Source: an optimization exercise on an open RTL-to-GDS flow (aim: small area and a short achievable clock period). Production flows keep margins and buffers that such runs may drop.
The RTL was checked by simulation tests, not by an equivalence proof against the original design.
Power is estimated from default activity; no workload was simulated.

==> branch cedar <==
==> flow/design.v <==
package decode_pkg;
    typedef enum logic [2:0] {
        NONE      = 3'd0,
        REG       = 3'd1,
        MEM       = 3'd2,
        MODRM_REG = 3'd4
    } op_kind_t;
    typedef struct packed {
        logic pop;
        logic push;
    } stack_op_t;
    typedef struct packed {
        logic [15:0] opcode;
        logic [2:0]  size;
        op_kind_t    op0_kind;
        op_kind_t    op1_kind;
        logic [2:0]  op0_reg;
        logic [2:0]  op1_reg;
        logic [7:0]  modrm;
        logic [2:0]  seg_override;
        logic        seg_override_valid;
        stack_op_t   stack_op;
        logic        dest_valid;
        logic [2:0]  dest_reg;
    } decode_bundle_t;
    typedef struct packed {
        decode_bundle_t instr;
        logic [2:0]     op0_sel;
        logic [2:0]     op1_sel;
        logic [31:0]    op0_value;
        logic [31:0]    op1_value;
        logic [15:0]    seg_value;
        logic [31:0]    stack_address;
    } access_bundle_t;
endpackage
package regfile_pkg;
    localparam int NUM_REGS = 8;
    localparam int NUM_SEGS = 6;
    localparam logic [2:0] ESP_INDEX = 3'd4;
    localparam logic [2:0] CS_INDEX = 3'd1;
    localparam logic [2:0] SS_INDEX = 3'd2;
    localparam logic [2:0] DS_INDEX = 3'd3;
    localparam logic [2:0] SIZE_BYTE  = 3'd0;
    localparam logic [2:0] SIZE_WORD  = 3'd1;
    localparam logic [2:0] SIZE_DWORD = 3'd2;
    typedef struct packed {
        logic        en;
        logic        stack;
        logic [2:0]  number;
        logic [2:0]  size;
        logic [31:0] data;
    } reg_wb_t;
    typedef struct packed {
        logic        en;
        logic [2:0]  number;
        logic [15:0] data;
    } seg_wb_t;
endpackage
`timescale 1ns/1ps
module register_access_top (
    input  logic                       clk,
    input  logic                       reset,
    input  logic                       flush,
    input  logic [15:0]                write_cs,
    input  logic                       write_cs_enable,
    input  logic                       d_valid,
    output logic                       d_ready,
    input  logic [48:0]                d_bundle_bits,
    output logic                       r_valid,
    input  logic                       r_ready,
    output logic [166:0]               r_bundle_bits,
    input  logic [39:0]                wb_reg_bits,
    input  logic [19:0]                wb_seg_bits
);
    logic [2:0]  d_size;
    logic [2:0]  d_k0;
    logic [2:0]  d_k1;
    logic [2:0]  d_r0;
    logic [2:0]  d_r1;
    logic [2:0]  d_rm;
    logic [2:0]  d_so;
    logic        d_sov;
    logic        d_pop;
    logic        d_push;
    logic        d_dv;
    logic [2:0]  d_dr;
    assign d_size = d_bundle_bits[32:30];
    assign d_k0   = d_bundle_bits[29:27];
    assign d_k1   = d_bundle_bits[26:24];
    assign d_r0   = d_bundle_bits[23:21];
    assign d_r1   = d_bundle_bits[20:18];
    assign d_rm   = d_bundle_bits[12:10];
    assign d_so   = d_bundle_bits[9:7];
    assign d_sov  = d_bundle_bits[6];
    assign d_pop  = d_bundle_bits[5];
    assign d_push = d_bundle_bits[4];
    assign d_dv   = d_bundle_bits[3];
    assign d_dr   = d_bundle_bits[2:0];
    logic        wb_en;
    logic        wb_stack;
    logic [2:0]  wb_num;
    logic [2:0]  wb_size;
    logic [31:0] wb_data;
    logic        ws_en;
    logic [2:0]  ws_num;
    logic [15:0] ws_data;
    assign wb_en    = wb_reg_bits[39];
    assign wb_stack = wb_reg_bits[38];
    assign wb_num   = wb_reg_bits[37:35];
    assign wb_size  = wb_reg_bits[34:32];
    assign wb_data  = wb_reg_bits[31:0];
    assign ws_en    = wb_seg_bits[19];
    assign ws_num   = wb_seg_bits[18:16];
    assign ws_data  = wb_seg_bits[15:0];
    logic [7:0][31:0] gpr;
    logic [5:0][15:0] seg;
    logic [31:0]      esp_work;
    logic [7:0][1:0]  pending;
    logic [48:0]      q_instr;
    logic [31:0]      q_op0;
    logic [31:0]      q_op1;
    logic [15:0]      q_seg;
    logic [31:0]      q_stack;
    logic [2:0] sel0;
    logic [2:0] sel1;
    assign sel0 = (d_k0 == 3'd4) ? d_rm : d_r0;
    assign sel1 = (d_k1 == 3'd4) ? d_rm : d_r1;
    logic [7:0] busy;
    logic       stall;
    logic       accept;
    always_comb begin
        for (int i = 0; i < 8; i++) begin
            busy[i] = |pending[i];
        end
    end
    assign stall = d_valid && (((d_k0 == 3'd1) && busy[d_r0]) ||
                               ((d_k0 == 3'd4) && busy[d_rm]) ||
                               ((d_k1 == 3'd1) && busy[d_r1]) ||
                               ((d_k1 == 3'd4) && busy[d_rm]) ||
                               ((d_push || d_pop) && busy[4]));
    assign d_ready = !stall && (!r_valid || r_ready);
    assign accept  = d_valid && d_ready;
    always_ff @(posedge clk) begin
        for (int i = 0; i < 8; i++) begin
            if (reset) begin
                gpr[i] <= '0;
            end else if (wb_en && (wb_num == 3'(i))) begin
                if (wb_size <= 3'd2) gpr[i][7:0]   <= wb_data[7:0];
                if (wb_size == 3'd1 || wb_size == 3'd2) gpr[i][15:8] <= wb_data[15:8];
                if (wb_size == 3'd2) gpr[i][31:16] <= wb_data[31:16];
            end
        end
    end
    always_ff @(posedge clk) begin
        for (int j = 0; j < 6; j++) begin
            if (reset) begin
                seg[j] <= '0;
            end else if (j == 1 && write_cs_enable) begin
                seg[j] <= write_cs;
            end else if (ws_en && (ws_num == 3'(j))) begin
                seg[j] <= ws_data;
            end
        end
    end
    logic [29:0] esp_dec;
    logic [29:0] esp_inc;
    logic [31:0] esp_m2;
    logic [31:0] esp_m4;
    logic [31:0] esp_p2;
    logic [31:0] esp_p4;
    logic [31:0] esp_push;
    logic [31:0] esp_pop;
    logic        word;
    logic        reload;
    assign esp_dec  = esp_work[31:2] - 30'd1;
    assign esp_inc  = esp_work[31:2] + 30'd1;
    assign esp_m4   = {esp_dec, esp_work[1:0]};
    assign esp_p4   = {esp_inc, esp_work[1:0]};
    assign esp_m2   = esp_work[1] ? {esp_work[31:2], 1'b0, esp_work[0]} : {esp_dec, 1'b1, esp_work[0]};
    assign esp_p2   = esp_work[1] ? {esp_inc, 1'b0, esp_work[0]} : {esp_work[31:2], 1'b1, esp_work[0]};
    assign word     = (d_size == 3'd1);
    assign esp_push = word ? esp_m2 : esp_m4;
    assign esp_pop  = word ? esp_p2 : esp_p4;
    assign reload   = wb_en && !wb_stack && (wb_num == 3'd4);
    always_ff @(posedge clk) begin
        if (reset) begin
            esp_work <= '0;
        end else if (reload) begin
            esp_work <= wb_data;
        end else if (accept && d_push) begin
            esp_work <= esp_push;
        end else if (accept && d_pop) begin
            esp_work <= esp_pop;
        end
    end
    always_ff @(posedge clk) begin
        for (int i = 0; i < 8; i++) begin
            if (reset || flush) begin
                pending[i] <= 2'd0;
            end else begin
                if (accept && d_dv && (d_dr == 3'(i)) && !(wb_en && (wb_num == 3'(i)))) begin
                    if (pending[i] != 2'd3) pending[i] <= pending[i] + 2'd1;
                end else if (wb_en && (wb_num == 3'(i)) && !(accept && d_dv && (d_dr == 3'(i)))) begin
                    if (pending[i] != 2'd0) pending[i] <= pending[i] - 2'd1;
                end
            end
        end
    end
    logic [2:0]  seg_sel;
    logic [15:0] seg_value;
    logic [31:0] stack_base;
    logic [31:0] stack_value;
    assign seg_sel   = d_sov ? d_so : 3'd3;
    assign seg_value = (seg_sel < 3'd6) ? seg[seg_sel] : 16'd0;
    assign stack_base  = d_pop ? esp_work : esp_push;
    assign stack_value = (d_push || d_pop) ? ({12'd0, seg[2], 4'd0} + stack_base) : 32'd0;
    always_ff @(posedge clk) begin
        if (reset || flush) begin
            r_valid <= 1'b0;
        end else if (accept) begin
            r_valid <= 1'b1;
        end else if (r_ready) begin
            r_valid <= 1'b0;
        end
    end
    always_ff @(posedge clk) begin
        if (!r_valid || r_ready) begin
            q_instr <= d_bundle_bits;
            q_op0   <= gpr[sel0];
            q_op1   <= gpr[sel1];
            q_seg   <= seg_value;
            q_stack <= stack_value;
        end
    end
    logic [2:0] q_sel0;
    logic [2:0] q_sel1;
    assign q_sel0 = (q_instr[29:27] == 3'd4) ? q_instr[12:10] : q_instr[23:21];
    assign q_sel1 = (q_instr[26:24] == 3'd4) ? q_instr[12:10] : q_instr[20:18];
    assign r_bundle_bits = {q_instr, q_sel0, q_sel1, q_op0, q_op1, q_seg, q_stack};
endmodule
==> flow/run.sh <==
#!/bin/bash
# synth_recipe.tcl (not shown) runs the flow's synth.tcl, then flattens the netlist and writes it again
# the make line also repeats each setting of config.mk as NAME=value (left out here)
make -C /OpenROAD-flow-scripts/flow DESIGN_CONFIG=/design/flow/config.mk WORK_HOME=/design/flow/orfs CLKGATE_MAP_FILE= SYNTH_SCRIPT=/design/flow/synth_recipe.tcl finish
==> flow/config.mk <==
export PLATFORM = sky130hd
export DESIGN_NAME = register_access_top
export DESIGN_NICKNAME = register_access_top
export VERILOG_FILES = /design/flow/design.v
export SDC_FILE = /design/flow/constraint.sdc
export NUM_CORES = 4
export LEC_CHECK = 0
export CAP_MARGIN = 20
export CORE_MARGIN = 2
export CORE_UTILIZATION = 40
export SLEW_MARGIN = 20
==> flow/constraint.sdc <==
create_clock -name core_clock -period 5.0 [get_ports {clk}]
set_input_delay 1.0000 -clock core_clock [delete_from_list [all_inputs] [get_ports {clk}]]
set_output_delay 1.0000 -clock core_clock [all_outputs]
set_load 0.01 [all_outputs]
==> branch garnet (differences from branch cedar) <==
==> flow/design.v, changed modules only <==
module register_access_top (
    input  logic                       clk,
    input  logic                       reset,
    input  logic                       flush,
    input  logic [15:0]                write_cs,
    input  logic                       write_cs_enable,
    input  logic                       d_valid,
    output logic                       d_ready,
    input  logic [48:0]                d_bundle_bits,
    output logic                       r_valid,
    input  logic                       r_ready,
    output logic [166:0]               r_bundle_bits,
    input  logic [39:0]                wb_reg_bits,
    input  logic [19:0]                wb_seg_bits
);
    logic [2:0]  d_size;
    logic [2:0]  d_k0;
    logic [2:0]  d_k1;
    logic [2:0]  d_r0;
    logic [2:0]  d_r1;
    logic [2:0]  d_rm;
    logic [2:0]  d_so;
    logic        d_sov;
    logic        d_pop;
    logic        d_push;
    logic        d_dv;
    logic [2:0]  d_dr;
    assign d_size = d_bundle_bits[32:30];
    assign d_k0   = d_bundle_bits[29:27];
    assign d_k1   = d_bundle_bits[26:24];
    assign d_r0   = d_bundle_bits[23:21];
    assign d_r1   = d_bundle_bits[20:18];
    assign d_rm   = d_bundle_bits[12:10];
    assign d_so   = d_bundle_bits[9:7];
    assign d_sov  = d_bundle_bits[6];
    assign d_pop  = d_bundle_bits[5];
    assign d_push = d_bundle_bits[4];
    assign d_dv   = d_bundle_bits[3];
    assign d_dr   = d_bundle_bits[2:0];
    logic        wb_en;
    logic        wb_stack;
    logic [2:0]  wb_num;
    logic [2:0]  wb_size;
    logic [31:0] wb_data;
    logic        ws_en;
    logic [2:0]  ws_num;
    logic [15:0] ws_data;
    assign wb_en    = wb_reg_bits[39];
    assign wb_stack = wb_reg_bits[38];
    assign wb_num   = wb_reg_bits[37:35];
    assign wb_size  = wb_reg_bits[34:32];
    assign wb_data  = wb_reg_bits[31:0];
    assign ws_en    = wb_seg_bits[19];
    assign ws_num   = wb_seg_bits[18:16];
    assign ws_data  = wb_seg_bits[15:0];
    logic [7:0][31:0] gpr;
    logic [5:0][15:0] seg;
    logic [31:0]      esp_work;
    logic [7:0][1:0]  pending;
    logic [48:0]      q_instr;
    logic [31:0]      q_op0;
    logic [31:0]      q_op1;
    logic [15:0]      q_seg;
    logic [31:0]      q_stack;
    logic [2:0] sel0;
    logic [2:0] sel1;
    assign sel0 = (d_k0 == 3'd4) ? d_rm : d_r0;
    assign sel1 = (d_k1 == 3'd4) ? d_rm : d_r1;
    logic [7:0] busy;
    logic       stall;
    logic       accept;
    always_comb begin
        for (int i = 0; i < 8; i++) begin
            busy[i] = |pending[i];
        end
    end
    assign stall = d_valid && (((d_k0 == 3'd1) && busy[d_r0]) ||
                               ((d_k0 == 3'd4) && busy[d_rm]) ||
                               ((d_k1 == 3'd1) && busy[d_r1]) ||
                               ((d_k1 == 3'd4) && busy[d_rm]) ||
                               ((d_push || d_pop) && busy[4]));
    assign d_ready = !stall && (!r_valid || r_ready);
    assign accept  = d_valid && d_ready;
    logic [31:0] gpr_wd;
    logic        lane0;
    logic        lane1;
    logic        lane2;
    logic [7:0]  gpr_hit;
    assign gpr_wd = reset ? 32'd0 : wb_data;
    assign lane0  = (wb_size == 3'd0) || (wb_size == 3'd1) || (wb_size == 3'd2);
    assign lane1  = (wb_size == 3'd1) || (wb_size == 3'd2);
    assign lane2  = (wb_size == 3'd2);
    always_comb begin
        for (int i = 0; i < 8; i++) begin
            gpr_hit[i] = wb_en && (wb_num == 3'(i));
        end
    end
    always_ff @(posedge clk) begin
        for (int i = 0; i < 8; i++) begin
            if (reset || (gpr_hit[i] && lane0)) gpr[i][7:0]   <= gpr_wd[7:0];
            if (reset || (gpr_hit[i] && lane1)) gpr[i][15:8]  <= gpr_wd[15:8];
            if (reset || (gpr_hit[i] && lane2)) gpr[i][31:16] <= gpr_wd[31:16];
        end
    end
    logic [15:0] seg_wd;
    logic [15:0] cs_wd;
    logic [5:0]  seg_we;
    assign seg_wd = reset ? 16'd0 : ws_data;
    assign cs_wd  = reset ? 16'd0 : (write_cs_enable ? write_cs : ws_data);
    always_comb begin
        for (int j = 0; j < 6; j++) begin
            seg_we[j] = reset || (ws_en && (ws_num == 3'(j)));
        end
        seg_we[1] = seg_we[1] || write_cs_enable;
    end
    always_ff @(posedge clk) begin
        for (int j = 0; j < 6; j++) begin
            if (seg_we[j]) seg[j] <= (j == 1) ? cs_wd : seg_wd;
        end
    end
    logic [29:0] esp_dec;
    logic [29:0] esp_inc;
    logic [31:0] esp_m2;
    logic [31:0] esp_m4;
    logic [31:0] esp_p2;
    logic [31:0] esp_p4;
    logic [31:0] esp_push;
    logic [31:0] esp_pop;
    logic        word;
    logic        reload;
    assign esp_dec  = esp_work[31:2] - 30'd1;
    assign esp_inc  = esp_work[31:2] + 30'd1;
    assign esp_m4   = {esp_dec, esp_work[1:0]};
    assign esp_p4   = {esp_inc, esp_work[1:0]};
    assign esp_m2   = esp_work[1] ? {esp_work[31:2], 1'b0, esp_work[0]} : {esp_dec, 1'b1, esp_work[0]};
    assign esp_p2   = esp_work[1] ? {esp_inc, 1'b0, esp_work[0]} : {esp_work[31:2], 1'b1, esp_work[0]};
    assign word     = (d_size == 3'd1);
    assign esp_push = word ? esp_m2 : esp_m4;
    assign esp_pop  = word ? esp_p2 : esp_p4;
    assign reload   = wb_en && !wb_stack && (wb_num == 3'd4);
    logic        esp_we;
    logic [31:0] esp_wd;
    assign esp_we = reset || reload || (accept && (d_push || d_pop));
    assign esp_wd = reset ? 32'd0 : (reload ? wb_data : (d_push ? esp_push : esp_pop));
    always_ff @(posedge clk) begin
        if (esp_we) esp_work <= esp_wd;
    end
    always_ff @(posedge clk) begin
        for (int i = 0; i < 8; i++) begin
            if (reset || flush) begin
                pending[i] <= 2'd0;
            end else begin
                if (accept && d_dv && (d_dr == 3'(i)) && !(wb_en && (wb_num == 3'(i)))) begin
                    if (pending[i] != 2'd3) pending[i] <= pending[i] + 2'd1;
                end else if (wb_en && (wb_num == 3'(i)) && !(accept && d_dv && (d_dr == 3'(i)))) begin
                    if (pending[i] != 2'd0) pending[i] <= pending[i] - 2'd1;
                end
            end
        end
    end
    logic [2:0]  seg_sel;
    logic [15:0] seg_value;
    logic [31:0] stack_base;
    logic [31:0] stack_value;
    assign seg_sel   = d_sov ? d_so : 3'd3;
    assign seg_value = (seg_sel < 3'd6) ? seg[seg_sel] : 16'd0;
    assign stack_base  = d_pop ? esp_work : esp_push;
    assign stack_value = (d_push || d_pop) ? ({12'd0, seg[2], 4'd0} + stack_base) : 32'd0;
    always_ff @(posedge clk) begin
        if (reset || flush) begin
            r_valid <= 1'b0;
        end else if (accept) begin
            r_valid <= 1'b1;
        end else if (r_ready) begin
            r_valid <= 1'b0;
        end
    end
    always_ff @(posedge clk) begin
        if (!r_valid || r_ready) begin
            q_instr <= d_bundle_bits;
            q_op0   <= gpr[sel0];
            q_op1   <= gpr[sel1];
            q_seg   <= seg_value;
            q_stack <= stack_value;
        end
    end
    logic [2:0] q_sel0;
    logic [2:0] q_sel1;
    assign q_sel0 = (q_instr[29:27] == 3'd4) ? q_instr[12:10] : q_instr[23:21];
    assign q_sel1 = (q_instr[26:24] == 3'd4) ? q_instr[12:10] : q_instr[20:18];
    assign r_bundle_bits = {q_instr, q_sel0, q_sel1, q_op0, q_op1, q_seg, q_stack};
endmodule
- SETUP_SLACK_MARGIN: unset -> 2.0
==> results.txt <==
Portion of total power attributed to combinational logic: branch cedar 0.176; branch garnet 0.193
Number of antenna violations at the first check in global routing: branch cedar 6; branch garnet 8
Routed wire length on met2: branch cedar 45.6 mm; branch garnet 39.5 mm
Endpoint of the lowest-slack register-to-register path: branch cedar q_stack[27]; branch garnet q_stack[29]
Number of flops mapped to enable cells by yosys: branch cedar 161; branch garnet 545
Pwr Total: branch cedar 11.6 mW; branch garnet 13.3 mW
Crit share post-route: branch cedar 0.928; branch garnet 0.826
Status: branch cedar no timing/DRC/antenna violations; branch garnet no timing/DRC/antenna violations
Multi-input combinational area share: branch cedar 0.423; branch garnet 0.298
Endpoint of the worst hold path: branch cedar seg[14]; branch garnet pending[11]
Number of nets in the final layout: branch cedar 4,037; branch garnet 2,377
GR Util met3: branch cedar 0.0376; branch garnet 0.0320
Sequential cell area: branch cedar 0.0129 mm²; branch garnet 0.0167 mm²
Metal3 WL: branch cedar 6.70 mm; branch garnet 3.81 mm
DRT Pass-1 Iters: branch cedar 7; branch garnet 5
Overall via count from detail_route: branch cedar 26.8k; branch garnet 17.4k
Combined area of the multi-input logic cells: branch cedar 0.0147 mm²; branch garnet 0.0106 mm²
Number of cells on the critical path: branch cedar 7; branch garnet 17
Area of the mapped netlist: branch cedar 0.0288 mm²; branch garnet 0.0268 mm²
Setup slack at placement: branch cedar 123 ps; branch garnet 27.2 ps

==> static timing again, ports no longer ideal <==
The flow's constraints put no driver on any port. The routed layouts listed below were extracted and timed again, unchanged, in two steps.
Step 1, drivers: a clkbuf_16 drives clk and a buf_2 each remaining input, both assumed.
Step 2, shift: input delay + t, output delay - t, t = (earliest + latest rising clock arrival at the registers) / 2. This alone moves slack from input paths to output paths.
Three values: ideal, step 1, step 2; two values: the first two.
run | shift t [ns] | slack for setup (ns) | worst slew at a driven data input, ns
branch cedar | 0.708 | 0.360 / 0.320 / 0.011 | 0.13
branch garnet | 0.647 | 0.869 / 0.869 / 0.385 | 0.13
After both steps setup and hold are still met in every run listed. The setup slack of branch garnet, which loses most, moves by 0.000 ns with the drivers and by -0.484 ns with both steps.
